Source: an optimization exercise on an open RTL-to-GDS flow (aim: small area and a short achievable clock period). Production flows keep margins and buffers that such runs may drop.
Only simulation tests tie the RTL to the original design; equivalence was not proved.
Power figures rest on the tool's default switching activity, not on a simulated workload.

--- flow/config.mk ---
export PLATFORM = sky130hd
export DESIGN_NAME = simple_fixed
export DESIGN_NICKNAME = simple_fixed
export VERILOG_FILES = /design/flow/design.v
export SDC_FILE = /design/flow/constraint.sdc
export NUM_CORES = 4
export LEC_CHECK = 0
export ABC_AREA = 1
export CAP_MARGIN = 20
export CORE_MARGIN = 2
export CORE_UTILIZATION = 40
export CTS_BUF_LIST = sky130_fd_sc_hd__clkbuf_4 sky130_fd_sc_hd__clkbuf_8
export SLEW_MARGIN = 20
--- flow/constraint.sdc ---
create_clock -name core_clock -period 5.0 [get_ports {clock}]
set_input_delay 1.0000 -clock core_clock [delete_from_list [all_inputs] [get_ports {clock}]]
set_output_delay 1.0000 -clock core_clock [all_outputs]
set_load 0.01 [all_outputs]
--- flow/design.v ---
package fx_data_pkg;
  typedef logic [127:0] quad_t;
  typedef logic [31:0] word_t;
  typedef logic [15:0] half_t;
  typedef logic [6:0] reg_addr_t;
  typedef logic [17:0] imm_t;
  typedef logic [10:0] opcode_t;
  typedef logic [2:0] format_t;
  localparam word_t word_max = 32'h7fff_ffff;
  localparam word_t word_min = 32'h8000_0000;
  localparam half_t half_max = 16'h7fff;
  localparam half_t half_min = 16'h8000;
endpackage
package fx_isa_pkg;
  localparam logic [2:0]  fmt_rr   = 3'd0;
  localparam logic [2:0]  fmt_ri10 = 3'd4;
  localparam logic [10:0] op_ah  = 11'b00011001000;
  localparam logic [10:0] op_a   = 11'b00011000000;
  localparam logic [10:0] op_sfh = 11'b00001001000;
  localparam logic [10:0] op_sf  = 11'b00001000000;
  localparam logic [10:0] op_and  = 11'b00011000001;
  localparam logic [10:0] op_or   = 11'b00001000001;
  localparam logic [10:0] op_xor  = 11'b01001000001;
  localparam logic [10:0] op_nand = 11'b00011001001;
  localparam logic [10:0] op_ceqh = 11'b01111001000;
  localparam logic [10:0] op_ceq  = 11'b01111000000;
  localparam logic [10:0] op_cgth = 11'b01001001000;
  localparam logic [10:0] op_cgt  = 11'b01001000000;
  localparam logic [10:0] op_ahi   = 11'b000_00011101;
  localparam logic [10:0] op_ai    = 11'b000_00011100;
  localparam logic [10:0] op_sfhi  = 11'b000_00001101;
  localparam logic [10:0] op_sfi   = 11'b000_00001100;
  localparam logic [10:0] op_ceqhi = 11'b000_01111101;
  localparam logic [10:0] op_ceqi  = 11'b000_01111100;
  localparam logic [10:0] op_cgthi = 11'b000_01001101;
  localparam logic [10:0] op_cgti  = 11'b000_01001100;
  typedef enum logic [3:0] {
    op_none,
    op_add_h,
    op_add_w,
    op_sub_h,
    op_sub_w,
    op_and_q,
    op_or_q,
    op_xor_q,
    op_nand_q,
    op_ceq_h,
    op_ceq_w,
    op_cgt_h,
    op_cgt_w
  } fx_op_e;
endpackage
`timescale 1ns/1ns
import fx_isa_pkg::*;
module fx_decode (
  input  logic         reset,
  input  logic [2:0]   instr_format,
  input  logic [10:0]  op_code,
  input  logic         branch_is_taken,
  output logic         k_add,     
  output logic         k_sub,     
  output logic         k_ceq,     
  output logic         k_cgt,     
  output logic         k_and,
  output logic         k_or,
  output logic         k_xor,
  output logic         k_nand,
  output logic         negate,    
  output logic         is_half,   
  output logic         is_imm,    
  output logic         valid
);
  logic rr, ri;
  logic [7:0] hit;
  assign rr = (instr_format == fmt_rr);
  assign ri = (instr_format == fmt_ri10);
  always_comb begin
    hit = '0;
    if (rr) begin
      case (op_code)
        op_ah, op_a:     hit[0] = 1'b1;
        op_sfh, op_sf:   hit[1] = 1'b1;
        op_ceqh, op_ceq: hit[2] = 1'b1;
        op_cgth, op_cgt: hit[3] = 1'b1;
        op_and:          hit[4] = 1'b1;
        op_or:           hit[5] = 1'b1;
        op_xor:          hit[6] = 1'b1;
        op_nand:         hit[7] = 1'b1;
        default: ;
      endcase
    end else if (ri) begin
      case (op_code)
        op_ahi, op_ai:     hit[0] = 1'b1;
        op_sfhi, op_sfi:   hit[1] = 1'b1;
        op_ceqhi, op_ceqi: hit[2] = 1'b1;
        op_cgthi, op_cgti: hit[3] = 1'b1;
        default: ;
      endcase
    end
  end
  logic live;
  assign live   = ~branch_is_taken & ~reset;
  assign k_add  = hit[0] & live;
  assign k_sub  = hit[1] & live;
  assign k_ceq  = hit[2] & live;
  assign k_cgt  = hit[3] & live;
  assign k_and  = hit[4] & live;
  assign k_or   = hit[5] & live;
  assign k_xor  = hit[6] & live;
  assign k_nand = hit[7] & live;
  assign valid  = (|hit) & live;
  assign is_imm  = instr_format[2];
  assign negate  = instr_format[2] ? ~op_code[4] : ~(op_code[7] | op_code[0]);
  assign is_half = instr_format[2] ? op_code[0] : op_code[3];
endmodule
`timescale 1ns/1ns
module fx_issue_reg (
  input  logic         clock,
  input  logic         k_add, k_sub, k_ceq, k_cgt, k_and, k_or, k_xor, k_nand,
  input  logic         negate,
  input  logic         is_half,
  input  logic         is_imm,
  input  logic [127:0] src_a,
  input  logic [127:0] src_b,
  input  logic [9:0]   imm,
  input  logic [6:0]   in_dest,
  input  logic         in_write,
  output logic         q_ar, q_ceq, q_cgt, q_and, q_or, q_xor, q_nand,
  output logic         q_half,
  output logic [127:0] q_p,         
  output logic [127:0] q_g,         
  output logic [3:0]   q_ps16,      
  output logic [6:0]   q_dest,
  output logic         q_write
);
  logic [15:0]  imm_lo, imm_hi;
  logic [127:0] b, x, p, g, pk, gk;
  logic [3:0]   ps16;
  assign imm_lo = {{6{imm[9]}}, imm};
  assign imm_hi = is_half ? imm_lo : {16{imm[9]}};
  assign b = is_imm ? {4{imm_hi, imm_lo}} : src_b;
  assign x = src_a ^ {128{negate}};
  assign p = x ^ b;
  assign g = x & b;
  for (genvar w = 0; w < 4; w++) begin : g_word
    logic hcin;
    assign hcin = is_half & negate;
    assign pk[32*w]          = p[32*w] ^ negate;
    assign gk[32*w]          = g[32*w] | (p[32*w] & negate);
    assign pk[32*w+1 +: 15]  = p[32*w+1 +: 15];
    assign gk[32*w+1 +: 15]  = g[32*w+1 +: 15];
    assign pk[32*w+16]       = ~is_half & p[32*w+16];
    assign gk[32*w+16]       = g[32*w+16] | (p[32*w+16] & hcin);
    assign ps16[w]           = p[32*w+16] ^ hcin;
    assign pk[32*w+17 +: 15] = p[32*w+17 +: 15];
    assign gk[32*w+17 +: 15] = g[32*w+17 +: 15];
  end
  always_ff @(posedge clock) begin
    q_ar    <= k_add | k_sub;
    q_ceq   <= k_ceq;
    q_cgt   <= k_cgt;
    q_and   <= k_and;
    q_or    <= k_or;
    q_xor   <= k_xor;
    q_nand  <= k_nand;
    q_half  <= is_half;
    q_p     <= pk;
    q_g     <= gk;
    q_ps16  <= ps16;
    q_dest  <= in_dest;
    q_write <= in_write;
  end
endmodule
`timescale 1ns/1ns
module fx_execute (
  input  logic         k_ar,      
  input  logic         k_ceq,
  input  logic         k_cgt,
  input  logic         k_and,
  input  logic         k_or,
  input  logic         k_xor,
  input  logic         k_nand,
  input  logic         is_half,
  input  logic [127:0] p,
  input  logic [127:0] g,
  input  logic [3:0]   ps16,
  output logic [127:0] result
);
  for (genvar w = 0; w < 4; w++) begin : g_word
    logic [31:0] gg [0:5];
    logic [31:0] pp [0:5];
    logic [31:0] c, ps, sum;
    assign gg[0] = g[32*w +: 32];
    assign pp[0] = p[32*w +: 32];
    for (genvar l = 1; l <= 5; l++) begin : g_lv
      for (genvar i = 0; i < 32; i++) begin : g_bit
        if ((i >> (l - 1)) % 2 == 1) begin : g_op
          localparam int J = ((i >> (l - 1)) << (l - 1)) - 1;
          assign gg[l][i] = gg[l-1][i] | (pp[l-1][i] & gg[l-1][J]);
          assign pp[l][i] = pp[l-1][i] & pp[l-1][J];
        end else begin : g_cp
          assign gg[l][i] = gg[l-1][i];
          assign pp[l][i] = pp[l-1][i];
        end
      end
    end
    assign c  = {gg[5][30:0], 1'b0};
    assign ps = {p[32*w+17 +: 15], ps16[w], p[32*w +: 16]};
    assign sum = ps ^ {c[31:17], c[16] & ~is_half, c[15:0]};
    logic ovf_l, ovf_h, sgn_l, sgn_h, eq_l, eq_h;
    assign ovf_l = ~p[32*w+15] & (sum[15] ^ g[32*w+15]);
    assign sgn_l = ovf_l ? g[32*w+15] : sum[15];
    assign ovf_h = ~p[32*w+31] & (sum[31] ^ g[32*w+31]);
    assign sgn_h = ovf_h ? g[32*w+31] : sum[31];
    assign eq_l  = ~|ps[15:0];
    assign eq_h  = ~|ps[31:16];
    logic ovf_lo, sgn_lo, e_lo, e_hi;
    assign ovf_lo = is_half ? ovf_l : ovf_h;
    assign sgn_lo = is_half ? sgn_l : sgn_h;
    assign e_lo   = is_half ? eq_l : (eq_l & eq_h);
    assign e_hi   = is_half ? eq_h : (eq_l & eq_h);
    logic pass_lo, pass_hi, top_lo, rest_lo, top_hi, rest_hi;
    assign pass_lo = k_ar & ~ovf_lo;
    assign pass_hi = k_ar & ~ovf_h;
    assign rest_lo = (k_ar & ovf_lo & ~sgn_lo) | (k_cgt & sgn_lo) | (k_ceq & e_lo);
    assign top_lo  = (k_ar & ovf_lo & (is_half ? sgn_lo : ~sgn_lo)) | (k_cgt & sgn_lo) |
                     (k_ceq & e_lo);
    assign rest_hi = (k_ar & ovf_h & ~sgn_h) | (k_cgt & sgn_h) | (k_ceq & e_hi);
    assign top_hi  = (k_ar & ovf_h & sgn_h) | (k_cgt & sgn_h) | (k_ceq & e_hi);
    logic [31:0] lg, fill, pass;
    assign lg   = ({32{k_and | k_or}} & g[32*w +: 32]) | ({32{k_or | k_xor}} & ps) |
                  ({32{k_nand}} & ~g[32*w +: 32]);
    assign fill = {top_hi, {15{rest_hi}}, top_lo, {15{rest_lo}}};
    assign pass = {{16{pass_hi}}, {16{pass_lo}}};
    assign result[32*w +: 32] = (pass & sum) | fill | lg;
  end
endmodule
`timescale 1ns/1ns
module simple_fixed (
  input  logic                   clock,
  input  logic                   reset,
  input  logic [2:0]             instr_format,
  input  logic [10:0]            op_code,
  input  logic [6:0]             dest_reg_addr,
  input  logic [127:0]           src_reg_a,
  input  logic [127:0]           src_reg_b,
  input  logic [17:0]            imm_value,
  input  logic                   enable_reg_write,
  input  logic                   branch_is_taken,
  output logic [127:0]           wb_data,
  output logic [6:0]             wb_reg_addr,
  output logic                   wb_enable_reg_write
);
  logic k_add, k_sub, k_ceq, k_cgt, k_and, k_or, k_xor, k_nand;
  logic negate, is_half, is_imm, valid;
  fx_decode i_decode (
    .reset           (reset),
    .instr_format    (instr_format),
    .op_code         (op_code),
    .branch_is_taken (branch_is_taken),
    .k_add (k_add), .k_sub (k_sub), .k_ceq (k_ceq), .k_cgt (k_cgt),
    .k_and (k_and), .k_or (k_or), .k_xor (k_xor), .k_nand (k_nand),
    .negate (negate), .is_half (is_half), .is_imm (is_imm), .valid (valid)
  );
  logic         q_ar, q_ceq, q_cgt, q_and, q_or, q_xor, q_nand, q_half, q_write;
  logic [127:0] q_p, q_g, result;
  logic [3:0]   q_ps16;
  logic [6:0]   q_dest;
  fx_issue_reg i_issue_reg (
    .clock (clock),
    .k_add (k_add), .k_sub (k_sub), .k_ceq (k_ceq), .k_cgt (k_cgt),
    .k_and (k_and), .k_or (k_or), .k_xor (k_xor), .k_nand (k_nand),
    .negate (negate), .is_half (is_half), .is_imm (is_imm),
    .src_a (src_reg_a), .src_b (src_reg_b), .imm (imm_value[9:0]),
    .in_dest  (valid ? dest_reg_addr : 7'd0),
    .in_write (valid & enable_reg_write),
    .q_ar (q_ar), .q_ceq (q_ceq), .q_cgt (q_cgt), .q_and (q_and), .q_or (q_or),
    .q_xor (q_xor), .q_nand (q_nand), .q_half (q_half),
    .q_p (q_p), .q_g (q_g), .q_ps16 (q_ps16),
    .q_dest (q_dest), .q_write (q_write)
  );
  fx_execute i_execute (
    .k_ar (q_ar), .k_ceq (q_ceq), .k_cgt (q_cgt), .k_and (q_and), .k_or (q_or),
    .k_xor (q_xor), .k_nand (q_nand), .is_half (q_half),
    .p (q_p), .g (q_g), .ps16 (q_ps16),
    .result (result)
  );
  always_ff @(posedge clock) begin
    if (reset) begin
      wb_data             <= '0;
      wb_reg_addr         <= '0;
      wb_enable_reg_write <= 1'b0;
    end else begin
      wb_data             <= result;
      wb_reg_addr         <= q_dest;
      wb_enable_reg_write <= q_write;
    end
  end
endmodule
--- flow/flow/run.sh ---
#!/bin/bash
# The standard layout (standard.sh, unchanged synthesis and steps), except that the port
# buffers are the smallest buffer cell instead of the one buffer_ports picks by default.
# ORFS writes each step's log under orfs/logs/; make's own output goes to make_finish.log.
set -euo pipefail
cd "$(dirname "$0")/.."
bash standard.sh "BUFFER_PORTS_ARGS=-buffer_cell sky130_fd_sc_hd__buf_1" finish > make_finish.log 2>&1
--- flow/standard.sh ---
#!/bin/bash
# synth_recipe.tcl (not shown) runs the flow's synth.tcl, then flattens the netlist and writes it again
# the make line also repeats each setting of config.mk as NAME=value (left out here)
make -C /OpenROAD-flow-scripts/flow DESIGN_CONFIG=/design/flow/config.mk WORK_HOME=/design/flow/orfs CLKGATE_MAP_FILE= SYNTH_SCRIPT=/design/flow/synth_recipe.tcl "${@:-finish}"
==> summary.md, run 1 <==
| Metric | Value |
|---|---|
| Status | timing/DRC/antenna clean |
| Critical path type | in2reg |
| Final wirelength | around 75,000 µm |
| Setup crit end kind | register |
| Pwr dens | roughly 370 mW/mm² |
| DP Cell Count | ~4,000 |
| Worst relative slew slack | 0.275 |
| Ys Warns | 12 |
| Io pins | approximately 440 |
| WHS Path Cells | 2 |
| Count of flip-flops with a built-in enable after synthesis | 0 |
| Layout Area Growth over Synthesis | 17.2% |
| Min cycle time layout | 2940 ps |
| Number of global-route vias before repair | 19,900 |
| Synth Flop Type | dfxtp_1 |
| DIE AREA | roughly 0.057 mm² |
| Fraction of the cycle the final worst path needs | 0.587 |
| Hold wc startpoint | i_issue_reg.q_dest[4] |
| Syn Inst Count | between 2,000 and 3,000 |
| Max IR drop VDD | approximately 0.23 mV |
| Required time worst endpoint | between 5000 and 6000 ps |
| Syn nets | 3,374 |
| Pin count of the biggest net entering global routing | 80 |
| Hold Violations, Final | 0 |
| Cell variety after synth | 46 |
| Origin of the critical flop-to-flop path | i_issue_reg.q_p[1] |
| Initial antenna violation count | 4 |
| Hold EP | wb_reg_addr[4] |
| Number of synthesized register bits | 412 |
| Starting density of the core | 0.406 |
| Sequential cell area | 0.00825 mm² |
| Finished Layout Cells | around 4,100 |
| CTS Hold Bufs | 0 |
| GR Util met3 | 0.0591 |
| Crit path from | instr_format[2] |
| Multi-input gate area | around 0.012 mm² |
| Buffers on Ports | between 400 and 500 |
| Chip width | approximately 240 µm |
| Sequential fraction of the synthesis area | 0.376 |
| Hpwl dp | 52,900 µm |
| Hold WC Path Type | reg2reg |
| Post-DR wirelength/cell | around 18 µm |
| Most common cell after layout, fill and taps aside | nor2_1 |
| Clock-pin slew on the worst setup and hold paths | approximately 60 ps |
| Setup tns final | 0 ps |
| Post-CTS Resized | 0 |
| Arr. time, crit path | 3510 ps |
| DR vias | around 21,000 |
| H-Tree Depth | 3 |
| Global routing usage on met2 | 0.406 |
| # clock sinks | ~410 |
| Syn avg cell area | ~7.5 µm² |
| Final setup viols | 0 |
| Most frequent cells in the layout | nor2_1 (526), nand2_1 (455), buf_1 (424), dfxtp_1 (410), inv_1 (301) |
| Layout net count | 3,791 |
| Core area | 0.0540 mm² |
| CTS tree | built |
| First-pass GRT wire length | roughly 110,000 µm |
| Least-Margin Pin Slew | roughly 1100 ps |
| Drt first-iter violations | 1,447 |
| GR met1 Demand/Resource | 0.338 |
| CTS Buf Count | 74 |
| Worst setup SP type | input port |
| DRC violations left | 0 |
| Gr usage total | 0.257 |
| FF-to-FF path depth | 16 |
| Die Ht | between 200 and 250 µm |
| Fillers | around 5,600 |
| Post-DRT Antenna Nets | 0 |
| First-pass detailed-route iteration total | 6 |
| Clk buf depth | 3 |
| Fin. max-slew vios | 0 |
| R2R Setup Slk | 2350 ps |
| Root Buffer | clkbuf_8 |
| Share of post-route cells with drive strength above 1 | 0.0888 |
| Most Crowded Layer GR | met2 |
| RSZ-0062 raised after global routing | false |
| Synth Cell Area | roughly 0.022 mm² |
| Post-CTS Setup Bufs | 0 |
| Max cap viols | 0 |
| Vias per cell | roughly 5 |
| Pwr Total | 9.41 mW |
| Reg-to-reg critical path endpoint | wb_data[17] |
| Worst-path fanout max | 78 |
| Async set-or-reset flop fraction in the synthesized netlist | 0 |
| Clock skew | ~32 ps |
| Num rows | 85 |
| GR Overflow Total | 0 |
| Highest Clock Rate | ~340 MHz |
| Leakage | ~12 nW |
| GPL Wtd Cong | ~0.91 |
| Skew-Pair Late Insertion Delay | ~670 ps |
## critical path: stages
cell      delay [ps]
clkbuf_4         100
buf_4            470
nand2_1          190
nand2_4          550
buf_12           570
inv_1            340
o21ai_0          230
## registers in the layout (all words and copies together) (netlist names)
| name | count |
|---|---|
| i_issue_reg.q_half | 1 |
| wb_enable_reg_write | 1 |
| i_issue_reg.q_ps16 | 4 |
| i_issue_reg.q_g | 128 |
| i_issue_reg.q_xor | 1 |
| i_issue_reg.q_ar | 1 |
| i_issue_reg.q_p | 128 |
| i_issue_reg.q_dest | 7 |
| i_issue_reg.q_and | 1 |
| i_issue_reg.q_write | 1 |
| i_issue_reg.q_ceq | 1 |
| wb_reg_addr | 7 |
| i_issue_reg.q_cgt | 1 |
| i_issue_reg.q_nand | 1 |
| i_issue_reg.q_or | 1 |
| wb_data | 128 |
## metal layers
| metal | vias to the layer above | wire length, µm | part of all wire |
|---|---|---|---|
| met5 | - | 0 | 0 |
| met4 | 0 | 2430 | 0.033 |
| met1 | 9710 | 33100 | 0.44 |
| li1 | 10500 | - | - |
| met2 | 800 | 33400 | 0.45 |
| met3 | 147 | 5760 | 0.077 |
## cells by family (layout without fill, tap and decap cells)
logic type,Yosys count,in the layout,synth area share
AO/OA/AOI/OAI,437,437,0.123
flip-flops,412,412,0.376
XOR/XNOR,179,179,0.0714
adder cells (fa/ha/maj),144,144,0.0834
AND/OR/NAND/NOR,1330,1330,0.267
other,0,5,0
buffers and inverters,429,898,0.0792
## worst max path at each step
stage	endpoint	slack, ps
detailed placement	i_issue_reg.q_g[32]	1350
CTS	i_issue_reg.q_g[32]	2070
global route	i_issue_reg.q_g[0]	1930
global placement	i_issue_reg.q_g[32]	1370
floorplan	i_issue_reg.q_ps16[0]	2160
finish	i_issue_reg.q_g[32]	2060
## cell usage after synthesis, types with 4 or more instances
cell type | n | area, µm²
a21oi_1 | 161 | 806
o22ai_1 | 62 | 388
fa_1 | 4 | 80.1
nor2_2 | 24 | 150
a221oi_1 | 44 | 385
nor4_1 | 8 | 50.1
o21ai_0 | 43 | 215
a21oi_2 | 18 | 158
nand3_2 | 19 | 190
nor3_1 | 20 | 100
o221ai_1 | 22 | 193
nor2_1 | 529 | 1990
inv_2 | 16 | 60.1
buf_6 | 11 | 124
clkbuf_1 | 72 | 270
dfxtp_1 | 412 | 8250
nand2_1 | 456 | 1710
a21oi_4 | 4 | 65.1
ha_1 | 140 | 1750
buf_1 | 16 | 60.1
a31oi_1 | 34 | 213
inv_1 | 302 | 1130
xnor2_1 | 5 | 43.8
o211ai_1 | 6 | 45.0
xor2_1 | 174 | 1520
buf_2 | 5 | 25.0
o21ai_1 | 35 | 175
nand2_4 | 14 | 158
nand3_1 | 162 | 811
nand2_2 | 36 | 225
nand4_1 | 50 | 313
## cell type report
type,instances,share of cell area
Clock inverter,18,0.00734
Tap cell,696,0.0338
Clock buffer,110,0.0547
Multi-Input combinational cell,2090,0.466
Timing Repair Buffer,450,0.0699
Sequential cell,412,0.321
Inverter,320,0.0468
Antenna cell,5,0.000486
## power breakdown
| group | switching (mW) | internal, mW |
|---|---|---|
| registers | 0.354 | 3.64 |
| clock network | 1.47 | 1.96 |
| logic | 1.28 | 0.691 |
| total | 3.11 | 6.29 |
## per-stage QoR
step / hold WS [ps] / area [µm²] / utilization / setup slack (ps)
3_3_place_gp: 389 / 24100 / 0.447 / 1370
4_1_cts: 397 / 25700 / 0.476 / 2070
2_1_floorplan: 388 / 22000 / - / 2160
5_1_grt: 411 / 25700 / 0.476 / 1930
6_report: 397 / 25700 / 0.476 / 2060
3_5_place_dp: 392 / 24100 / 0.447 / 1350
==> run 2: changes to the inputs <==
--- a/flow/config.mk
+++ b/flow/config.mk
@@ -10,4 +10,5 @@
 export CORE_MARGIN = 2
 export CORE_UTILIZATION = 40
 export CTS_BUF_LIST = sky130_fd_sc_hd__clkbuf_4 sky130_fd_sc_hd__clkbuf_8
+export SETUP_SLACK_MARGIN = 2.4
 export SLEW_MARGIN = 20
==> run 2 against run 1 <==
Compared with the run above: still clean; synthesized cell count unchanged; final area up 0.72%; sequential share of layout area is 0.22 points lower; utilization rose by 0.34 points; clock-buffer cell count fell by 1; first-iteration DRC count rose by 4.9%; worst setup slack better by 520 ps; wire length is 0.37% higher; sequential cell count did not move; largest cell class unchanged; highest routed layer unchanged.
==> summary.md, run 2 <==
| Metric | Value |
|---|---|
| Status | timing/DRC/antenna clean |
| R2R Setup Slk | 2590 ps |
| Synth Cell Area | ~0.022 mm² |
| Num rows | 85 |
| Commonest cells post-synth | nor2_1 (529), nand2_1 (456), dfxtp_1 (412) |
| Root Buffer | clkbuf_8 |
| FF-to-FF path depth | 16 |
| Most used cell, CP | buf_4 |
| Vias per cell | 5.13 |
| Min cycle time layout | 2410 ps |
| Clk buf depth | 3 |
| Layout net count | approximately 3,800 |
| Number of global-route vias before repair | ~21,000 |
| Skew-Pair Late Insertion Delay | ~660 ps |
| Sequential Power Share | 0.430 |
| Critical path type | in2reg |
| Post-DR wirelength/cell | 18.3 µm |
| Max cap viols | 0 |
| H-Tree Depth | 3 |
| Async set-or-reset flop fraction in the synthesized netlist | 0 |
| Gr usage total | 0.261 |
| Max IR drop VDD | roughly 0.26 mV |
| CP cell instances | clkbuf_8 -> clkinvlp_4 -> buf_4 -> nor2_4 -> buf_4 -> nor2_1 -> ha_1 |
| Sequential cell area | between 0.008 and 0.009 mm² |
| Syn nets | ~3,400 |
| Syn Inst Count | 2,931 |
| Number of synthesized register bits | between 400 and 500 |
| RSZ-0062 raised after global routing | false |
| GR Overflow Total | 0 |
| Pin count of the biggest net entering global routing | 65 |
| Final wirelength | around 75,000 µm |
| PnR worst setup slack | approximately 2600 ps |
| Leakage | 11.8 nW |
| Sequential fraction of the synthesis area | 0.376 |
| Most common cell after layout, fill and taps aside | nor2_1 |
| Worst setup SP type | input port |
| Starting density of the core | 0.406 |
| Biggest regs | i_issue_reg.q_g (128), i_issue_reg.q_p (128), wb_data (128) |
| Highest Clock Rate | a little over 400 MHz |
| Drt first-iter violations | 1,518 |
| First-pass detailed-route iteration total | 5 |
| Multi-input gate area | 0.0122 mm² |
| Layout Area Growth over Synthesis | 18.0% |
| Die Ht | about 240 µm |
| Sw frac | 0.332 |
| Setup crit end kind | register |
| Share of post-route cells with drive strength above 1 | 0.0943 |
| Final Hold Slack | roughly 400 ps |
| CTS Buf Count | 74 |
| Pwr dens | 359 mW/mm² |
| Cell variety after synth | between 40 and 50 |
| Most common cell in the netlist | nor2_1 |
| Comb power frac | 0.215 |
| Final setup viols | 0 |
| # clock sinks | about 410 |
| Chip width | about 240 µm |
| Arr. time, crit path | 2940 ps |
| CTS Hold Bufs | 0 |
| Fillers | between 5,000 and 6,000 |
| Least-Margin Pin Slew | roughly 1100 ps |
| Io pins | ~440 |
| Hpwl dp | roughly 53,000 µm |
| Reg-to-reg critical path endpoint | wb_data[18] |
| First-pass GRT wire length | around 110,000 µm |
| Pre-CTS WS | ~1500 ps |
| Met1 WL | ~33,000 µm |
| Top area cells in the synthesized netlist | dfxtp_1 (38%), nor2_1 (9.0%), ha_1 (8.0%), nand2_1 (7.8%), xor2_1 (6.9%) |
| Internal | about 6.2 mW |
| Largest area contributor in the netlist | dfxtp_1 |
| Buffers on Ports | approximately 430 |
| CTS tree | built |
| Hold Violations, Final | 0 |
| GPL Wtd Cong | between 0.9 and 1 |
| Ys Warns | 12 |
| Worst-path fanout max | between 50 and 60 |
| Post-DRT Antenna Nets | 0 |
| Initial antenna violation count | 3 |
| NetSw | 3.09 mW |
| Worst relative slew slack | 0.285 |
| Count of flip-flops with a built-in enable after synthesis | 0 |
| Required time worst endpoint | 5530 ps |
| Core area | 0.0540 mm² |
| WL met3 | around 5400 µm |
| Fraction of the cycle the final worst path needs | 0.482 |
| Clock skew | around 24 ps |
| CP peak stage delay | ~700 ps |
| Worst setup endpoint | i_issue_reg.q_p[111] |
| DP Area | 0.0241 mm² |
| Met2 Wirelength | around 34,000 µm |
| Origin of the critical flop-to-flop path | i_issue_reg.q_p[1] |
| DR top layer | met4 |
| Hold WC Path Type | reg2reg |
| Pwr Total | slightly above 9 mW |
| Clk pwr share | 0.355 |
| Synth top area share | 0.376 |
| DIE AREA | 0.0568 mm² |
| Crit path from | instr_format[2] |
| Syn avg cell area | 7.49 µm² |
| DRC violations left | 0 |
| DR vias | approximately 21,000 |
| Most frequent cells in the layout | nor2_1 (523), nand2_1 (451), buf_1 (423), dfxtp_1 (409), inv_1 (300) |
| Slowest CP cell | buf_4 |
| Setup tns final | 0 ps |
| Synth Flop Type | dfxtp_1 |
| Fin. max-slew vios | 0 |
| Clock-pin slew on the worst setup and hold paths | roughly 60 ps |
| Design Area, Final | between 0.02 and 0.03 mm² |
run 2: cell counts after synthesis:
No cell type changed its count.
run 2: final cells by class:
class / instances / area share
Antenna cell: 4 / 0.000386
Clock buffer: 109 / 0.0533
Clock inverter: 17 / 0.00550
Inverter: 320 / 0.0479
Multi-Input combinational cell: 2091 / 0.469
Sequential cell: 412 / 0.318
Tap cell: 696 / 0.0336
Timing Repair Buffer: 455 / 0.0721
run 2: power groups by stage:
| stage | combinational [mW] | clock, mW | sequential [mW] |
|---|---|---|---|
| floorplan | 1.46 | 0 | 3.95 |
| CTS | 1.98 | 3.39 | 3.98 |
| global route | 2.31 | 3.54 | 4.04 |
| finish | 2.00 | 3.31 | 3.99 |
| global placement | 1.94 | 0 | 4.06 |
| detailed placement | 1.96 | 0 | 4.05 |
run 2: how the worst min path moves through the flow:
stage	startpoint	endpoint	slack [ps]	cells after the start
2_1_floorplan	i_issue_reg.q_write	wb_enable_reg_write	390	2
3_3_place_gp	i_issue_reg.q_dest[4]	wb_reg_addr[4]	390	2
3_5_place_dp	i_issue_reg.q_dest[1]	wb_reg_addr[1]	390	2
4_1_cts	i_issue_reg.q_dest[1]	wb_reg_addr[1]	400	2
5_1_grt	i_issue_reg.q_dest[1]	wb_reg_addr[1]	410	2
6_report	i_issue_reg.q_dest[1]	wb_reg_addr[1]	400	2
run 2: layer usage:
layer	global-route usage	vias to the layer above
li1	-	10500
met1	0.344	9650
met2	0.421	792
met3	0.0533	160
met4	0.0970	0
met5	0	-
run 2: critical path, delay by kind of cell:
family        cells  cell delay, ps
buf+inv           4            1320
fa+ha+maj         1             320
simple gates      2             270
run 2: cell families (layout without fill, tap and decap cells):
family / Yosys count / after routing / share of synthesized area
flip-flops: 412 / 412 / 0.376
adder cells (fa/ha/maj): 144 / 144 / 0.0834
AND/OR/NAND/NOR: 1330 / 1331 / 0.267
AO/OA/AOI/OAI: 437 / 437 / 0.123
buffers and inverters: 429 / 901 / 0.0792
XOR/XNOR: 179 / 179 / 0.0714
other: 0 / 4 / 0
run 2: stage by stage:
step	utilization	cells
after floorplan	-	2931
after global placement	0.447	3969
after detailed placement	0.447	3969
after CTS	0.476	4098
after global routing	0.480	4103
final	0.480	4104
run 2: timing repair:
action                                  CTS  global route
hold endpoints to repair                  0             0
cloned                                    0             1
pin swaps                                 0             2
setup buffers                             3             1
resized for setup                         5            42
endpoints found under the setup margin  184           103
==> run 3: changes to the inputs <==
--- a/flow/config.mk
+++ b/flow/config.mk
@@ -10,5 +10,5 @@
 export CORE_MARGIN = 2
 export CORE_UTILIZATION = 40
 export CTS_BUF_LIST = sky130_fd_sc_hd__clkbuf_4 sky130_fd_sc_hd__clkbuf_8
-export SETUP_SLACK_MARGIN = 2.4
+export SETUP_SLACK_MARGIN = 3.1
 export SLEW_MARGIN = 20
==> run 3 against run 2 <==
Compared with the run above: global-route usage is 2.2 points higher; critical path type is now reg2reg; worst setup slack gained 190 ps; largest cell class unchanged; clock-buffer cell count is 11 higher; clock skew up 7.4 ps; critical path depth increased by 9; non-clock buffer count is 107 higher; largest power group unchanged; register-to-register slack improved by 190 ps.
==> summary.md, run 3 <==
| Metric | Value |
|---|---|
| RSZ-0062 raised after global routing | true |
| Ys Warns | 12 |
| Synth Cell Area | 0.0220 mm² |
| Largest area contributor in the netlist | dfxtp_1 |
| Async set-or-reset flop fraction in the synthesized netlist | 0 |
| DRC violations left | 0 |
| Critical path type | reg2reg |
| Worst-path fanout max | 7 |
| First-pass GRT wire length | around 120,000 µm |
| Final Hold Slack | 392 ps |
| Min cycle time layout | roughly 2200 ps |
| Clk buf depth | 3 |
| Synth top area share | 0.376 |
| Buffers on Ports | approximately 430 |
| Worst relative slew slack | 0.410 |
| # clock sinks | between 400 and 500 |
| Most frequent cells in the layout | nor2_1 (453), nand2_1 (366), buf_1 (287), dfxtp_1 (284), inv_1 (281) |
| DIE AREA | 0.0568 mm² |
| Arr. time, crit path | 2800 ps |
| Clock-pin slew on the worst setup and hold paths | around 60 ps |
| Final setup viols | 0 |
| Layout Area Growth over Synthesis | 37.8% |
| Setup tns final | 0 ps |
| Setup crit end kind | register |
| Synth Flop Type | dfxtp_1 |
| WL met3 | ~6200 µm |
| DR top layer | met5 |
| Leakage | 13.8 nW |
| Multi-input gate area | 0.0142 mm² |
| Pin count of the biggest net entering global routing | 66 |
| Syn Inst Count | 2,931 |
| Highest Clock Rate | 451 MHz |
| Fin. max-slew vios | 0 |
| Sequential cell area | about 0.0084 mm² |
| Syn nets | roughly 3,400 |
| Starting density of the core | 0.406 |
| Finished Layout Cells | ~4,200 |
| Pwr Total | between 10 and 15 mW |
| Layout net count | between 3,000 and 4,000 |
| Cell variety after synth | 46 |
| Pwr dens | about 330 mW/mm² |
| Met2 Wirelength | 39,000 µm |
| Hold Violations, Final | 0 |
| CTS Hold Bufs | 0 |
| Most common cell in the netlist | nor2_1 |
| Commonest cells post-synth | nor2_1 (529), nand2_1 (456), dfxtp_1 (412) |
| Chip width | about 240 µm |
| Least-Margin Pin Slew | 886 ps |
| DR vias | 22,400 |
| Number of synthesized register bits | between 400 and 500 |
| Initial antenna violation count | 11 |
| Met1 WL | 35,100 µm |
| Vias per cell | approximately 5.3 |
| Clock skew | approximately 31 ps |
| Post-DR wirelength/cell | 19.9 µm |
| CTS Buf Count | 74 |
| Count of flip-flops with a built-in enable after synthesis | 0 |
| Final wirelength | roughly 84,000 µm |
| Fillers | 5,029 |
| Die Ht | 238 µm |
| Max IR drop VDD | 0.215 mV |
| Num rows | 85 |
| H-Tree Depth | 3 |
| Syn avg cell area | 7.49 µm² |
| Max cap viols | 0 |
| Core area | roughly 0.054 mm² |
| Number of global-route vias before repair | between 20,000 and 25,000 |
| Top area cells in the synthesized netlist | dfxtp_1 (38%), nor2_1 (9.0%), ha_1 (8.0%), nand2_1 (7.8%), xor2_1 (6.9%) |
| Root Buffer | clkbuf_8 |
| Sequential fraction of the synthesis area | 0.376 |
| CTS tree | built |
| Drt first-iter violations | 1,588 |
| Biggest regs | i_issue_reg.q_g (128), i_issue_reg.q_p (128), wb_data (128) |
| Required time worst endpoint | roughly 5600 ps |
| DP Cell Count | 3,969 |
| Hpwl dp | ~54,000 µm |
| First-pass detailed-route iteration total | 6 |
| GPL Wtd Cong | around 0.88 |
| Hold WC Path Type | reg2reg |
| Status | timing/DRC/antenna clean |
| Skew-Pair Late Insertion Delay | 660 ps |
| Gr usage total | 0.283 |
| Post-DRT Antenna Nets | 0 |
| Share of post-route cells with drive strength above 1 | 0.289 |
| Worst setup SP type | register |
| Most common cell after layout, fill and taps aside | nor2_1 |
| Fraction of the cycle the final worst path needs | 0.444 |
| Io pins | roughly 440 |
| GR Overflow Total | 0 |
run 3: cell types whose count changed in the layout (fill, tap and decap cells not counted), moves of 32 or more:
cell     previous run  this run
buf_1             423       287
dfxtp_1           409       284
dfxtp_2             3       122
buf_6               1        99
nand2_1           451       366
nor2_1            523       453
buf_4              25        90
buf_2               0        59
nand2_2            37        87
nor2_4              3        48
o21ai_2             2        34
run 3: area by class of cell:
class | count | area share
clock buffers | 120 | 0.0500
clock inverters | 7 | 0.00380
flip-flops and latches | 412 | 0.278
repair buffers | 562 | 0.124
inverters | 320 | 0.0435
diodes | 8 | 0.000662
well taps | 696 | 0.0288
repair inverters | 3 | 0.000703
multi-input cells | 2101 | 0.470
run 3: power by group:
part / switching (mW) / internal, mW
sequential: 0.378 / 3.66
clock: 1.43 / 2.06
combinational: 1.58 / 0.986
run 3: critical path: stages (launching register included):
cell and delay [ps]:
dfxtp_2 350, nand2_2 90, inv_1 70, nand2_4 90, nand2_4 70, nand2_4 90, nand2_4 60, a21oi_4 230
buf_6 140, nand3_4 80, nand3_1 120, nand3_1 120, nand2_2 170, clkinv_4 130, nand2_8 170, nor2_4 40
nor2_2 110
run 3: kinds of logic after synthesis:
logic type,after synthesis,synth area share
AND/OR/NAND/NOR,1330,0.267
AO/OA/AOI/OAI,437,0.123
XOR/XNOR,179,0.0714
adder cells (fa/ha/maj),144,0.0834
flip-flops,412,0.376
buffers and inverters,429,0.0792
run 3: stage by stage:
step                 util  area, µm²  setup slack, ps
global route        0.560      30200             2690
CTS                 0.526      28400             2810
detailed placement  0.448      24200             1750
global placement    0.448      24200             1750
finish              0.560      30300             2780
floorplan               -      22100             2720
run 3: what timing repair did:
action,in CTS,in global routing
gates cloned,15,4
endpoints found under the setup margin,534,439
pin swaps,88,110
gates resized for setup,575,366
buffers inserted,65,41
run 3: path summary, 6_finish.rpt:
kind,startpoint,endpoint,slack [ps],cells past startpoint
hold reg to reg,i_issue_reg.q_dest[0],wb_reg_addr[0],390,2
setup reg to reg,i_issue_reg.q_p[50],wb_data[42],2780,16
setup / recovery,i_issue_reg.q_p[50],wb_data[42],2780,16
hold / removal,i_issue_reg.q_dest[0],wb_reg_addr[0],390,2
run 3: routing by layer:
| metal | vias to the layer above | global-route usage |
|---|---|---|
| li1 | 10800 | - |
| met1 | 10600 | 0.358 |
| met2 | 877 | 0.460 |
| met3 | 205 | 0.0652 |
| met4 | 8 | 0.123 |
| met5 | - | 0 |
==> run 4: changes to the inputs <==
--- a/flow/config.mk
+++ b/flow/config.mk
@@ -10,5 +10,5 @@
 export CORE_MARGIN = 2
 export CORE_UTILIZATION = 40
 export CTS_BUF_LIST = sky130_fd_sc_hd__clkbuf_4 sky130_fd_sc_hd__clkbuf_8
-export SETUP_SLACK_MARGIN = 3.1
+export SETUP_SLACK_MARGIN = 2.7
 export SLEW_MARGIN = 20
==> run 4 against run 3 <==
Compared with the run above: global-route usage decreased by 2.0 points; clock-buffer cell count decreased by 4; final area decreased by 9.4%; synthesized area unchanged; die area unchanged; highest routed layer is now met4; combinational power decreased by 14%; sequential cell count unchanged; largest cell class unchanged.
==> summary.md, run 4 <==
| Metric | Value |
|---|---|
| Status | timing/DRC/antenna clean |
| R2R Setup Slk | around 2700 ps |
| Pin count of the biggest net entering global routing | 73 |
| Least-Margin Pin Slew | about 1200 ps |
| Hold EP | wb_reg_addr[6] |
| Top area cells in the synthesized netlist | dfxtp_1 (38%), nor2_1 (9.0%), ha_1 (8.0%), nand2_1 (7.8%), xor2_1 (6.9%) |
| Fraction of the cycle the final worst path needs | 0.466 |
| Post-DRT Antenna Nets | 0 |
| Root Buffer | clkbuf_8 |
| DRC violations left | 0 |
| Synth Flop Type | dfxtp_1 |
| Design Area, Final | between 0.02 and 0.03 mm² |
| Top delay family on crit path | simple AND/OR/NAND/NOR gates |
| CTS tree | built |
| Origin of the critical flop-to-flop path | i_issue_reg.q_p[33] |
| Skew-Pair Late Insertion Delay | 680 ps |
| First-pass GRT wire length | roughly 110,000 µm |
| Most common cell in the netlist | nor2_1 |
| Highest Clock Rate | 430 MHz |
| Required time worst endpoint | roughly 5600 ps |
| Number of global-route vias before repair | 20,200 |
| Clock-pin slew on the worst setup and hold paths | 60 ps |
| Core area | about 0.054 mm² |
| GR met1 Demand/Resource | 0.347 |
| Async set-or-reset flop fraction in the synthesized netlist | 0 |
| DP Cell Count | 3,961 |
| Num rows | 85 |
| # clock sinks | 412 |
| GR Util met3 | 0.0512 |
| DR vias | approximately 22,000 |
| Worst relative slew slack | 0.173 |
| CP peak stage delay | between 300 and 400 ps |
| Layout net count | around 3,800 |
| Leakage | roughly 12 nW |
| GPL Wtd Cong | between 0.9 and 1 |
| Hold Violations, Final | 0 |
| Drt first-iter violations | between 1,000 and 1,500 |
| Worst setup SP type | register |
| Initial antenna violation count | 1 |
| Commonest cells post-synth | nor2_1 (529), nand2_1 (456), dfxtp_1 (412) |
| Max IR drop VDD | 0.232 mV |
| Vias per cell | 5.18 |
| Synth top area share | 0.376 |
| First-pass detailed-route iteration total | 6 |
| Share of post-route cells with drive strength above 1 | 0.152 |
| Setup crit end kind | register |
| Starting density of the core | 0.406 |
| DP Area | 0.0241 mm² |
| Hold wc startpoint | i_issue_reg.q_dest[6] |
| Critical path type | reg2reg |
| Clock skew | 26.6 ps |
| Slowest CP cell | dfxtp_2 |
| Ys Warns | 12 |
| CTS Buf Count | 75 |
| Most Crowded Layer GR | met2 |
| Io pins | 435 |
| Synth Cell Area | 0.0220 mm² |
| Setup tns final | 0 ps |
| Sequential fraction of the synthesis area | 0.376 |
| Cell variety after synth | 46 |
| Global routing usage on met2 | 0.417 |
| GR Overflow Total | 0 |
| Reg-to-reg critical path endpoint | wb_data[33] |
| Chip width | between 200 and 250 µm |
| DIE AREA | ~0.057 mm² |
| Fin. max-slew vios | 0 |
| Die Ht | between 200 and 250 µm |
| CP cell instances | ha_2 -> inv_2 -> nand2_2 -> nand2_2 -> nand2_4 -> nand2_4 -> nand2_8 -> nand2_4 -> nand2_8 -> nand2_8 -> nand2_4 -> nand2_4 -> nand4_4 -> nand2_4 -> nand3_4 -> nand2_8 -> nor2_1 -> nor2_1 |
| FF-to-FF path depth | 18 |
| Clk buf depth | 3 |
| Min cycle time layout | between 2000 and 2500 ps |
| Buffers on Ports | 426 |
| Finished Layout Cells | just over 4,000 |
| WHS Path Cells | 2 |
| Syn nets | ~3,400 |
| Arr. time, crit path | 2910 ps |
| RSZ-0062 raised after global routing | true |
| Post-DR wirelength/cell | between 15 and 20 µm |
| Worst-path fanout max | 7 |
| Hold WC Path Type | reg2reg |
| Number of synthesized register bits | 412 |
| Count of flip-flops with a built-in enable after synthesis | 0 |
| Hpwl dp | 53,100 µm |
| Most used cell, CP | nand2_4 |
| Pwr dens | 360 mW/mm² |
| Final setup viols | 0 |
| Gr usage total | 0.263 |
| Syn avg cell area | between 7 and 8 µm² |
| Max cap viols | 0 |
| Most frequent cells in the layout | nor2_1 (482), nand2_1 (428), buf_1 (418), dfxtp_1 (385), inv_1 (292) |
| Syn Inst Count | 2,931 |
| Crit path buf inv count | 1 |
| Final wirelength | roughly 80,000 µm |
| Largest area contributor in the netlist | dfxtp_1 |
| Layout Area Growth over Synthesis | 24.9% |
| H-Tree Depth | 3 |
| Biggest regs | i_issue_reg.q_g (128), i_issue_reg.q_p (128), wb_data (128) |
| Most common cell after layout, fill and taps aside | nor2_1 |
## run 4: changes by cell type in the layout (fill, tap and decap cells not counted), moves of 54 or more
cell	change
buf_2	-54
dfxtp_1	+101
nand2_1	+62
dfxtp_2	-95
buf_6	-93
buf_1	+131
## run 4: worst register-to-register path, stage by stage, from the launching register on
cell and delay [ps]:
dfxtp_2 330, ha_2 180, inv_2 50, nand2_2 50
nand2_2 80, nand2_4 70, nand2_4 90, nand2_8 80
nand2_4 110, nand2_8 70, nand2_8 90, nand2_4 50
nand2_4 70, nand4_4 150, nand2_4 130, nand3_4 170
nand2_8 240, nor2_1 70, nor2_1 140
## run 4: timing repair
action,in CTS,in global routing
resized for setup,73,219
hold buffers,0,0
setup endpoints to repair,341,140
setup buffers,14,35
pin swaps,10,71
cloned,6,4
## run 4: kinds of logic (layout without fill, tap and decap cells)
kind of cell               Yosys count  after routing  share of synthesized area
and+or+nand+nor                   1330           1339                      0.267
AOI/OAI and AO/OA                  437            437                      0.123
buffers and inverters              429            946                     0.0792
DFF                                412            412                      0.376
xor gates and xnor gates           179            179                     0.0714
adders and majority gates          144            144                     0.0834
other                                0              2                          0
## run 4: metrics by stage
step | total power [mW] | hold slack (ps) | utilization | setup WS (ps)
after floorplan | 5.41 | 388 | - | 2700
after global placement | 5.98 | 390 | 0.446 | 1510
after detailed placement | 5.99 | 395 | 0.446 | 1460
after CTS | 9.73 | 403 | 0.487 | 2610
after global routing | 10.4 | 415 | 0.507 | 2600
final | 9.87 | 404 | 0.508 | 2670
## run 4: power by group
group          internal [mW]  total (mW)  switching (mW)
registers               3.65        4.01           0.358
clock network           2.17        3.66            1.49
logic                  0.792        2.21            1.42
total                   6.61        9.87            3.27
## run 4: worst max path at each step
stage                              from               endpoint  slack, ps  depth (start not counted)
floorplan                    op_code[0]  i_issue_reg.q_ps16[0]       2700                          8
global placement        instr_format[2]  i_issue_reg.q_ps16[0]       1510                          8
detailed placement      instr_format[2]  i_issue_reg.q_ps16[2]       1460                          8
CTS                 i_issue_reg.q_p[33]            wb_data[33]       2610                         18
global route        i_issue_reg.q_p[33]            wb_data[33]       2600                         18
finish              i_issue_reg.q_p[33]            wb_data[33]       2670                         18
## run 4: layer usage
layer / routed length, µm / up-vias
li1: - / 10600
met2: 35200 / 790
met1: 34800 / 9970
met3: 4940 / 174
met5: 0 / -
met4: 3140 / 0
## run 4: area by class of cell
cell class / count / area, µm²
fillers: 5448 / 26600
repair inverters: 1 / 7.51
flip-flops and latches: 412 / 8280
well taps: 696 / 871
inverters: 320 / 1240
diodes: 2 / 5.00
multi-input cells: 2099 / 13100
clock buffers: 116 / 1500
clock inverters: 17 / 224
repair buffers: 492 / 2230
==> run 5: changes to the inputs <==
==> flow/flow/run.sh (replaced) <==
#!/bin/bash
# The standard layout (standard.sh: unchanged synthesis and steps) with two changes to how
# cells are chosen: the port buffers are the smallest buffer cell instead of the one
# buffer_ports picks by default, and clock tree synthesis uses clkbuf_4/clkbuf_8 in clusters
# of up to 16 sinks, without dummy loads. ORFS writes each step's log under orfs/logs/;
# make's own output goes to make_finish.log.
set -euo pipefail
cd "$(dirname "$0")/.."
bash standard.sh \
  "BUFFER_PORTS_ARGS=-buffer_cell sky130_fd_sc_hd__buf_1" \
  "CTS_ARGS=-sink_clustering_enable -repair_clock_nets -dont_use_dummy_load -buf_list {sky130_fd_sc_hd__clkbuf_4 sky130_fd_sc_hd__clkbuf_8} -sink_clustering_size 16 -sink_clustering_max_diameter 60" \
  finish > make_finish.log 2>&1
--- a/flow/config.mk
+++ b/flow/config.mk
@@ -9,6 +9,5 @@
 export CAP_MARGIN = 20
 export CORE_MARGIN = 2
 export CORE_UTILIZATION = 40
-export CTS_BUF_LIST = sky130_fd_sc_hd__clkbuf_4 sky130_fd_sc_hd__clkbuf_8
-export SETUP_SLACK_MARGIN = 2.7
+export SETUP_SLACK_MARGIN = 2.55
 export SLEW_MARGIN = 20
==> run 5 against run 4 <==
Compared with the run above: still clean on timing, DRC and antenna; critical path depth fell by 10; die area is the same; utilization fell by 3.3 points; critical path type is now in2reg.
==> summary.md, run 5 <==
| Metric | Value |
|---|---|
| Status | timing/DRC/antenna clean |
| Design Area, Final | about 0.026 mm² |
| Arr. time, crit path | approximately 2900 ps |
| Final Hold Slack | roughly 370 ps |
| CP cell instances | clkbuf_4 -> clkinvlp_4 -> nand3b_1 -> buf_4 -> nand2_8 -> buf_12 -> xor2_1 -> ha_1 |
| Adder-cell area share of the yosys netlist | 0.0834 |
| RSZ-0062 raised after global routing | true |
| Fillers | 5,517 |
| CTS Hold Bufs | 0 |
| Largest area contributor in the netlist | dfxtp_1 |
| Syn nets | between 3,000 and 4,000 |
| Sequential fraction of the synthesis area | 0.376 |
| Buffers on Ports | around 430 |
| DP Cell Count | 3,968 |
| Number of global-route vias before repair | ~20,000 |
| Worst-path fanout max | 42 |
| Leakage | 11.6 nW |
| Root Buffer | clkbuf_8 |
| Post-DR wirelength/cell | around 19 µm |
| DR vias | around 21,000 |
| Most common cell in the netlist | nor2_1 |
| Gr usage total | 0.260 |
| Most Crowded Layer GR | met2 |
| Ys Warns | 12 |
| Synth Cell Area | between 0.02 and 0.025 mm² |
| Commonest cells post-synth | nor2_1 (529), nand2_1 (456), dfxtp_1 (412) |
| Min cycle time layout | about 2400 ps |
| Largest family of logic cells by synthesized area | simple AND/OR/NAND/NOR gates |
| Most frequent cells in the layout | nor2_1 (516), nand2_1 (435), buf_1 (423), dfxtp_1 (402), inv_1 (299) |
| Least-Margin Pin Slew | roughly 1000 ps |
| Biggest regs | i_issue_reg.q_g (128), i_issue_reg.q_p (128), wb_data (128) |
| Drt first-iter violations | between 1,000 and 1,500 |
| Core area | 0.0540 mm² |
| Final wirelength | ~77,000 µm |
| Max IR drop VDD | 0.165 mV |
| Pwr Total | around 8 mW |
| Die Ht | between 200 and 250 µm |
| Setup tns final | 0 ps |
| Num rows | 85 |
| Setup crit end kind | register |
| Syn avg cell area | 7.49 µm² |
| Clock skew | 78.4 ps |
| Pre-CTS WS | 1600 ps |
| Critical path type | in2reg |
| Cell variety after synth | 46 |
| Top area cells in the synthesized netlist | dfxtp_1 (38%), nor2_1 (9.0%), ha_1 (8.0%), nand2_1 (7.8%), xor2_1 (6.9%) |
| Async set-or-reset flop fraction in the synthesized netlist | 0 |
| Share of post-route cells with drive strength above 1 | 0.0964 |
| Final setup viols | 0 |
| Highest Clock Rate | ~420 MHz |
| Synth top area share | 0.376 |
| Pwr dens | 312 mW/mm² |
| Clk buf depth | 3 |
| DIE AREA | roughly 0.057 mm² |
| GPL Wtd Cong | 0.926 |
| Hpwl dp | about 53,000 µm |
| CTS Buf Count | 43 |
| Crit path buf inv count | 4 |
| # clock sinks | between 400 and 500 |
| Vias per cell | 5.18 |
| GR Util met3 | 0.0429 |
| Count of flip-flops with a built-in enable after synthesis | 0 |
| Number of synthesized register bits | 412 |
| R2R Setup Slk | about 2600 ps |
| Slowest CP cell | ha_1 |
| Initial antenna violation count | 7 |
| Synth Flop Type | dfxtp_1 |
| Required time worst endpoint | 5480 ps |
| First-pass detailed-route iteration total | 9 |
| Worst setup SP type | input port |
| PnR worst setup slack | about 2600 ps |
| Post-synthesis simple-gate area fraction | 0.267 |
| Global routing usage on met2 | 0.416 |
| Chip width | between 200 and 250 µm |
| Layout Area Growth over Synthesis | 16.9% |
| Post-synthesis xor/xnor area fraction | 0.0714 |
| Clock-pin slew on the worst setup and hold paths | 100 ps |
| Worst relative slew slack | 0.304 |
| First-pass GRT wire length | approximately 110,000 µm |
| Most common cell after layout, fill and taps aside | nor2_1 |
| H-Tree Depth | 2 |
| Pin count of the biggest net entering global routing | 75 |
| Hold Violations, Final | 0 |
| Starting density of the core | 0.406 |
| DRC violations left | 0 |
| Finished Layout Cells | about 4,100 |
| CP peak stage delay | ~320 ps |
| Hold WC Path Type | reg2reg |
| Max cap viols | 0 |
| Post-DRT Antenna Nets | 0 |
| Skew-Pair Late Insertion Delay | around 650 ps |
| Post-synthesis mux area share | 0 |
| DP Area | 0.0241 mm² |
| Fin. max-slew vios | 0 |
| GR met1 Demand/Resource | 0.352 |
| Syn Inst Count | ~2,900 |
| Fraction of the cycle the final worst path needs | 0.479 |
| Layout net count | 3,807 |
| Compound-Gate Fraction of Synth Area | 0.123 |
| GR Overflow Total | 0 |
| CTS tree | built |
| Io pins | around 440 |
| Top delay family on crit path | buffers and inverters |
| Final core occ | 0.475 |
run 5: cell counts after synthesis:
No cell type changed its count.
run 5: worst paths after layout:
check                         to  cells after the start                  start
max          i_issue_reg.q_p[33]                      8        instr_format[2]
max reg2reg           wb_data[1]                     17     i_issue_reg.q_g[0]
min               wb_reg_addr[6]                      2  i_issue_reg.q_dest[6]
min reg2reg       wb_reg_addr[6]                      2  i_issue_reg.q_dest[6]
run 5: worst reg2reg max path, delay by kind of cell, from the launching register on:
kind	cells	cell delay, ps
flops	1	350
compound gates	1	260
fa+ha+maj	1	180
simple gates	14	1440
buf+inv	1	30
run 5: timing repair:
action / in CTS / in global routing
gates cloned: 2 / 5
setup endpoints to repair: 221 / 155
endpoints found under the hold margin: 0 / 0
setup buffers: 2 / 37
gates resized for setup: 17 / 106
pin swaps: 2 / 26
run 5: per-layer routing:
| metal | wire length (µm) | vias to the layer above |
|---|---|---|
| met5 | 26 | - |
| met4 | 2540 | 4 |
| met3 | 4950 | 142 |
| met2 | 34900 | 703 |
| met1 | 34600 | 9737 |
| li1 | - | 10500 |
run 5: cells by family after synthesis:
family,count (synthesis)
compound gates,437
buf+inv,429
simple gates,1330
xor+xnor,179
fa+ha+maj,144
flops,412
run 5: cell type report:
cell class                 instances  area [µm²]  area share
sequential                       412        8260       0.322
multi-input combinational       2097       12500       0.487
tap                              696         871      0.0339
timing repair buffer             490        2170      0.0846
antenna                            5        12.5    0.000488
clock buffer                      43         592      0.0231
inverter                         320        1250      0.0488
run 5: where the power goes:
group          total, mW  switching [mW]  internal, mW
Sequential          3.99           0.350          3.64
Combinational       2.12            1.36         0.758
Clock               1.90            1.14         0.765
==> run 6: changes to the inputs <==
--- a/flow/config.mk
+++ b/flow/config.mk
@@ -9,5 +9,5 @@
 export CAP_MARGIN = 20
 export CORE_MARGIN = 2
 export CORE_UTILIZATION = 40
-export SETUP_SLACK_MARGIN = 2.55
+export SETUP_SLACK_MARGIN = 2.65
 export SLEW_MARGIN = 20
==> run 6 against run 5 <==
Compared with the run above: synthesized cell count unchanged; synthesized area unchanged; fmax rose by 2.0%; via count is 1.2% higher; sequential cell count did not move; first-iteration DRC count is 11% higher; global-route usage rose by 0.25 points; critical path type is now reg2reg.
==> summary.md, run 6 <==
| Metric | Value |
|---|---|
| Status | timing/DRC/antenna clean |
| Required time worst endpoint | between 5000 and 6000 ps |
| Num rows | 85 |
| Starting density of the core | 0.406 |
| RSZ-0062 raised after global routing | true |
| Most used cell, CP | nand2_4 |
| GR met1 Demand/Resource | 0.352 |
| Least-Margin Pin Slew | ~1200 ps |
| Die Ht | 238 µm |
| Chip width | about 240 µm |
| Number of synthesized register bits | 412 |
| Number of global-route vias before repair | just under 20,000 |
| Worst-path fanout max | 6 |
| Synth Flop Type | dfxtp_1 |
| Comb power frac | 0.276 |
| Max cap viols | 0 |
| Global routing usage on met2 | 0.424 |
| Crit path buf inv count | 2 |
| # clock sinks | 412 |
| Vias per cell | around 5.2 |
| Root Buffer | clkbuf_8 |
| Clock skew | around 74 ps |
| Sw frac | 0.361 |
| Leakage | 11.8 nW |
| CP peak stage delay | around 350 ps |
| Count of flip-flops with a built-in enable after synthesis | 0 |
| Top area cells in the synthesized netlist | dfxtp_1 (38%), nor2_1 (9.0%), ha_1 (8.0%), nand2_1 (7.8%), xor2_1 (6.9%) |
| GPL Wtd Cong | approximately 0.91 |
| Setup tns final | 0 ps |
| Clock-pin slew on the worst setup and hold paths | 100 ps |
| Drt first-iter violations | between 1,500 and 2,000 |
| Arr. time, crit path | just under 3000 ps |
| DP Cell Count | 3,966 |
| DP Area | about 0.024 mm² |
| NetSw | around 2.9 mW |
| Fin. max-slew vios | 0 |
| Sequential Power Share | 0.493 |
| Min cycle time layout | about 2300 ps |
| Io pins | 435 |
| Synth top area share | 0.376 |
| Share of post-route cells with drive strength above 1 | 0.121 |
| CTS Hold Bufs | 0 |
| Hold Violations, Final | 0 |
| DIE AREA | around 0.057 mm² |
| Final wirelength | between 70,000 and 80,000 µm |
| Fraction of the cycle the final worst path needs | 0.469 |
| Most common cell in the netlist | nor2_1 |
| R2R Setup Slk | between 2000 and 3000 ps |
| Layout net count | roughly 3,800 |
| GR Overflow Total | 0 |
| Hold WC Path Type | reg2reg |
| Critical path type | reg2reg |
| GR Util met3 | 0.0477 |
| Highest Clock Rate | 426 MHz |
| Design Area, Final | approximately 0.026 mm² |
| Skew-Pair Late Insertion Delay | between 600 and 700 ps |
| Setup crit end kind | register |
| Finished Layout Cells | 4,076 |
| Internal | 5.18 mW |
| Ys Warns | 12 |
| CTS tree | built |
| Most common cell after layout, fill and taps aside | nor2_1 |
| Final setup viols | 0 |
| Clk buf depth | 3 |
| Commonest cells post-synth | nor2_1 (529), nand2_1 (456), dfxtp_1 (412) |
| Cell variety after synth | 46 |
| Syn avg cell area | 7.49 µm² |
| DRC violations left | 0 |
| Initial antenna violation count | 4 |
| Pwr dens | between 300 and 400 mW/mm² |
| Layout Area Growth over Synthesis | 19.1% |
| Hpwl dp | approximately 54,000 µm |
| Biggest regs | i_issue_reg.q_g (128), i_issue_reg.q_p (128), wb_data (128) |
| Top delay family on crit path | simple AND/OR/NAND/NOR gates |
| Syn Inst Count | between 2,000 and 3,000 |
| Worst setup SP type | register |
| Max IR drop VDD | about 0.18 mV |
| Slowest CP cell | dfxtp_2 |
| Most Crowded Layer GR | met2 |
| Clk pwr share | 0.232 |
| Worst relative slew slack | 0.219 |
| Post-DR wirelength/cell | about 19 µm |
| Syn nets | approximately 3,400 |
| Sequential fraction of the synthesis area | 0.376 |
| CP cell instances | ha_4 -> inv_2 -> nand2_2 -> nand2_2 -> nand2_2 -> nand2_2 -> nand2_4 -> nand2_4 -> nand2_8 -> nand2_8 -> nand2_4 -> nand2_4 -> nand4_4 -> nand2_4 -> nand3_4 -> nand2_8 -> buf_12 -> nor2_2 -> nor2_1 |
| Buffers on Ports | ~430 |
| Async set-or-reset flop fraction in the synthesized netlist | 0 |
| Post-DRT Antenna Nets | 0 |
| H-Tree Depth | 2 |
| First-pass GRT wire length | ~110,000 µm |
| Largest area contributor in the netlist | dfxtp_1 |
| DR vias | approximately 21,000 |
| CTS Buf Count | 41 |
| First-pass detailed-route iteration total | 6 |
| Synth Cell Area | approximately 0.022 mm² |
| Most frequent cells in the layout | nor2_1 (502), nand2_1 (424), buf_1 (423), dfxtp_1 (387), inv_1 (295) |
| Core area | roughly 0.054 mm² |
| Pin count of the biggest net entering global routing | 66 |
| Gr usage total | 0.262 |
run 6: stage by stage:
stage               power, mW  setup slack, ps  hold slack [ps]   util
CTS                      7.95             2640              376  0.466
global route             8.62             2520              380  0.484
global placement         6.00             1430              390  0.446
floorplan                5.41             2660              388      -
detailed placement       6.01             1400              395  0.446
finish                   8.12             2650              375  0.484
run 6: path summary, 6_finish.rpt:
kind | to | cells after the start | startpoint
max reg2reg | wb_data[71] | 19 | i_issue_reg.q_g[64]
min | wb_reg_addr[4] | 2 | i_issue_reg.q_dest[4]
min reg2reg | wb_reg_addr[4] | 2 | i_issue_reg.q_dest[4]
max | wb_data[71] | 19 | i_issue_reg.q_g[64]
run 6: cells by family (layout without fill, tap and decap cells):
logic type                 count (synthesis)  in the layout  share of synthesized area
buffers and inverters                    429            866                     0.0792
DFF                                      412            412                      0.376
adders and majority gates                144            144                     0.0834
other                                      0              3                          0
AOI/OAI and AO/OA                        437            437                      0.123
and+or+nand+nor                         1330           1339                      0.267
xor gates and xnor gates                 179            179                     0.0714
run 6: tightest hold or removal path, stage by stage, from the launching register on:
cell and delay [ps]:
dfxtp_1 300, inv_1 40, nor2_1 30
run 6: layout make-up:
type	instances	area, µm²
tap	696	871
fill	5636	27900
multi-input combinational	2099	12800
clock buffer	41	564
timing repair buffer	504	2320
inverter	320	1250
antenna	3	7.51
timing repair inverter	1	7.51
sequential	412	8280
run 6: metal layers:
| metal | routed length [µm] | up-vias |
|---|---|---|
| met1 | 34400 | 9935 |
| met2 | 35300 | 763 |
| met5 | 13 | - |
| met3 | 5380 | 124 |
| met4 | 2350 | 2 |
| li1 | - | 10500 |
run 6: power groups by stage:
stage	combinational, mW	clock, mW	sequential [mW]
2_1_floorplan	1.46	0	3.95
5_1_grt	2.53	2.04	4.05
3_5_place_dp	1.96	0	4.05
4_1_cts	2.04	1.94	3.98
6_report	2.24	1.88	4.00
3_3_place_gp	1.94	0	4.06
run 6: what timing repair did:
| item | CTS | global route |
|---|---|---|
| setup endpoints to repair | 342 | 180 |
| buffers inserted | 16 | 40 |
| gates resized for setup | 65 | 180 |
| cloned | 7 | 3 |
| pin swaps | 13 | 54 |
==> run 7: changes to the inputs <==
--- a/flow/config.mk
+++ b/flow/config.mk
@@ -9,5 +9,5 @@
 export CAP_MARGIN = 20
 export CORE_MARGIN = 2
 export CORE_UTILIZATION = 40
-export SETUP_SLACK_MARGIN = 2.65
+export SETUP_SLACK_MARGIN = 2.8
 export SLEW_MARGIN = 20
==> run 7 against run 6 <==
Compared with the run above: still clean on timing, DRC and antenna; sequential cell count is the same; hold slack lost 18 ps; synthesized area is the same; non-clock buffer count grew 6; critical path depth shrank 1; fmax grew 4.6%; global-route usage grew 0.30 points; worst setup slack gained 100 ps; clock-buffer cell count grew 2; clock skew grew 5.0 ps; final area grew 2.7%; total power grew 1.7%; critical path type unchanged; highest routed layer is now met4.
==> summary.md, run 7 <==
| Metric | Value |
|---|---|
| Hold wc startpoint | i_issue_reg.q_dest[3] |
| First-pass detailed-route iteration total | 7 |
| Clock-pin slew on the worst setup and hold paths | approximately 90 ps |
| Chip width | 238 µm |
| Starting density of the core | 0.406 |
| Top area cells in the synthesized netlist | dfxtp_1 (38%), nor2_1 (9.0%), ha_1 (8.0%), nand2_1 (7.8%), xor2_1 (6.9%) |
| Fillers | about 5,400 |
| DIE AREA | around 0.057 mm² |
| Setup crit end kind | register |
| R2R Setup Slk | approximately 2800 ps |
| Final setup viols | 0 |
| Worst setup SP type | register |
| Clock skew | 78.6 ps |
| Syn nets | roughly 3,400 |
| Most common cell after layout, fill and taps aside | nor2_1 |
| Number of synthesized register bits | just over 400 |
| Hold WC Path Type | reg2reg |
| # clock sinks | approximately 410 |
| Sw frac | 0.362 |
| Buffers on Ports | 426 |
| Io pins | ~440 |
| Worst relative slew slack | 0.419 |
| Status | timing/DRC/antenna clean |
| Internal | roughly 5.3 mW |
| Count of flip-flops with a built-in enable after synthesis | 0 |
| Most common cell in the netlist | nor2_1 |
| Num rows | 85 |
| Initial antenna violation count | 2 |
| Origin of the critical flop-to-flop path | i_issue_reg.q_p[33] |
| Sequential Power Share | 0.485 |
| Biggest regs | i_issue_reg.q_g (128), i_issue_reg.q_p (128), wb_data (128) |
| Least-Margin Pin Slew | between 800 and 900 ps |
| Layout Area Growth over Synthesis | 22.3% |
| Commonest cells post-synth | nor2_1 (529), nand2_1 (456), dfxtp_1 (412) |
| Core area | around 0.054 mm² |
| DRC violations left | 0 |
| Share of post-route cells with drive strength above 1 | 0.165 |
| Cell variety after synth | between 40 and 50 |
| Hold Violations, Final | 0 |
| H-Tree Depth | 2 |
| CTS Buf Count | 43 |
| RSZ-0062 raised after global routing | true |
| Leakage | 12.2 nW |
| Synth Flop Type | dfxtp_1 |
| Pwr dens | approximately 310 mW/mm² |
| DR vias | ~21,000 |
| NetSw | approximately 3 mW |
| GPL Wtd Cong | 0.897 |
| Layout net count | around 3,800 |
| Ys Warns | 12 |
| CTS tree | built |
| Syn avg cell area | about 7.5 µm² |
| WHS Path Cells | 2 |
| Min cycle time layout | about 2200 ps |
| Root Buffer | clkbuf_8 |
| Max cap viols | 0 |
| Pwr Total | a little over 8 mW |
| Skew-Pair Late Insertion Delay | between 600 and 700 ps |
| First-pass GRT wire length | 115,000 µm |
| GR Overflow Total | 0 |
| Fraction of the cycle the final worst path needs | 0.448 |
| Required time worst endpoint | around 5500 ps |
| Max IR drop VDD | between 0.2 and 0.25 mV |
| Setup tns final | 0 ps |
| Clk pwr share | 0.234 |
| Hold EP | wb_reg_addr[3] |
| Syn Inst Count | roughly 2,900 |
| Final wirelength | approximately 79,000 µm |
| Comb power frac | 0.280 |
| Post-DR wirelength/cell | 19.3 µm |
| Gr usage total | 0.265 |
run 7: cell type report:
cell class,instances,area [µm²],area share
multi-input cells,2101,13300,0.497
flip-flops and latches,412,8300,0.309
well taps,696,871,0.0324
repair inverters,2,15.0,0.000559
clock buffers,43,592,0.0220
repair buffers,510,2460,0.0917
inverters,320,1260,0.0468
diodes,3,7.51,0.000280
run 7: through the flow:
step / utilization / setup WS (ps) / hold WS [ps] / cells / instance area, µm²
6_report: 0.497 / 2760 / 357 / 4087 / 26900
5_1_grt: 0.497 / 2650 / 365 / 4086 / 26900
4_1_cts: 0.474 / 2760 / 362 / 4046 / 25600
3_5_place_dp: 0.446 / 1180 / 395 / 3963 / 24100
3_3_place_gp: 0.446 / 1200 / 389 / 3963 / 24100
2_1_floorplan: - / 2710 / 388 / 2931 / 22000
run 7: layer usage:
metal	vias to the layer above	global-route usage	wire [µm]
met1	9972	0.352	34700
met2	801	0.431	36300
met3	142	0.0401	5150
met5	-	0	0
li1	10500	-	-
met4	0	0.108	2900
run 7: power by group through the flow:
stage | Combinational, mW | Sequential [mW] | Clock (mW)
after floorplan | 1.46 | 3.95 | 0
final | 2.31 | 4.01 | 1.93
after CTS | 2.08 | 3.98 | 1.99
after global placement | 1.92 | 4.06 | 0
after detailed placement | 1.94 | 4.05 | 0
after global routing | 2.61 | 4.06 | 2.10
run 7: repair_timing:
action,in CTS,in global routing
cloned,7,6
pin swaps,30,75
endpoints found under the setup margin,426,196
buffers inserted,33,32
gates resized for setup,178,250
run 7: cell families (layout without fill, tap and decap cells):
logic type,Yosys count,count (layout),synth area share
AOI/OAI and AO/OA,437,437,0.123
xor gates and xnor gates,179,179,0.0714
adders and majority gates,144,144,0.0834
buffers and inverters,429,875,0.0792
DFF,412,412,0.376
other,0,3,0
and+or+nand+nor,1330,1341,0.267
run 7: worst max-delay path by stage:
stage,start,endpoint,slack [ps],depth (start not counted)
floorplan,op_code[0],i_issue_reg.q_ps16[0],2710,8
global placement,instr_format[2],i_issue_reg.q_p[74],1200,7
detailed placement,instr_format[2],i_issue_reg.q_p[97],1180,7
CTS,i_issue_reg.q_p[33],wb_data[36],2760,18
global route,i_issue_reg.q_g[53],wb_data[34],2650,11
finish,i_issue_reg.q_p[33],wb_data[59],2760,18
run 7: critical path, stage by stage (launching register included):
cell        delay [ps]
dfxtp_2            350
ha_4               160
inv_2               40
nand2_2             50
nand2_2             80
nand2_4             70
nand2_4            100
nand2_8             70
nand2_4             80
nand2_4             70
nand2_4             90
nand2_4             60
nand2_4             80
buf_4              110
nand3_2             90
nand2_4            140
clkinvlp_4         190
a21oi_1            180
a21oi_1             80

separate check: timing with driven ports:
No port has a modelled driver above. Below, the same layouts with a new extraction and two added sets of constraints. Step 1, drivers: a clkbuf_16 drives clock and a buf_2 each remaining input, both assumed. Step 2, shift: input delay + t, output delay - t, t = (earliest + latest rising clock arrival at the registers) / 2. This alone moves slack from input paths to output paths. a / b / c = ideal ports / drivers / drivers and shift; a / b = the first two.
run	t (ns)	setup WS [ns]
run 1	0.715	2.063 / 2.098 / 1.383
run 2	0.704	2.588 / 2.595 / 1.910
run 3	0.703	2.782 / 2.782 / 2.358
run 4	0.725	2.672 / 2.672 / 2.001
run 5	0.667	2.607 / 2.628 / 1.974
run 6	0.672	2.654 / 2.649 / 2.067
run 7	0.669	2.758 / 2.758 / 2.136
After both steps setup and hold are still met in every run listed.
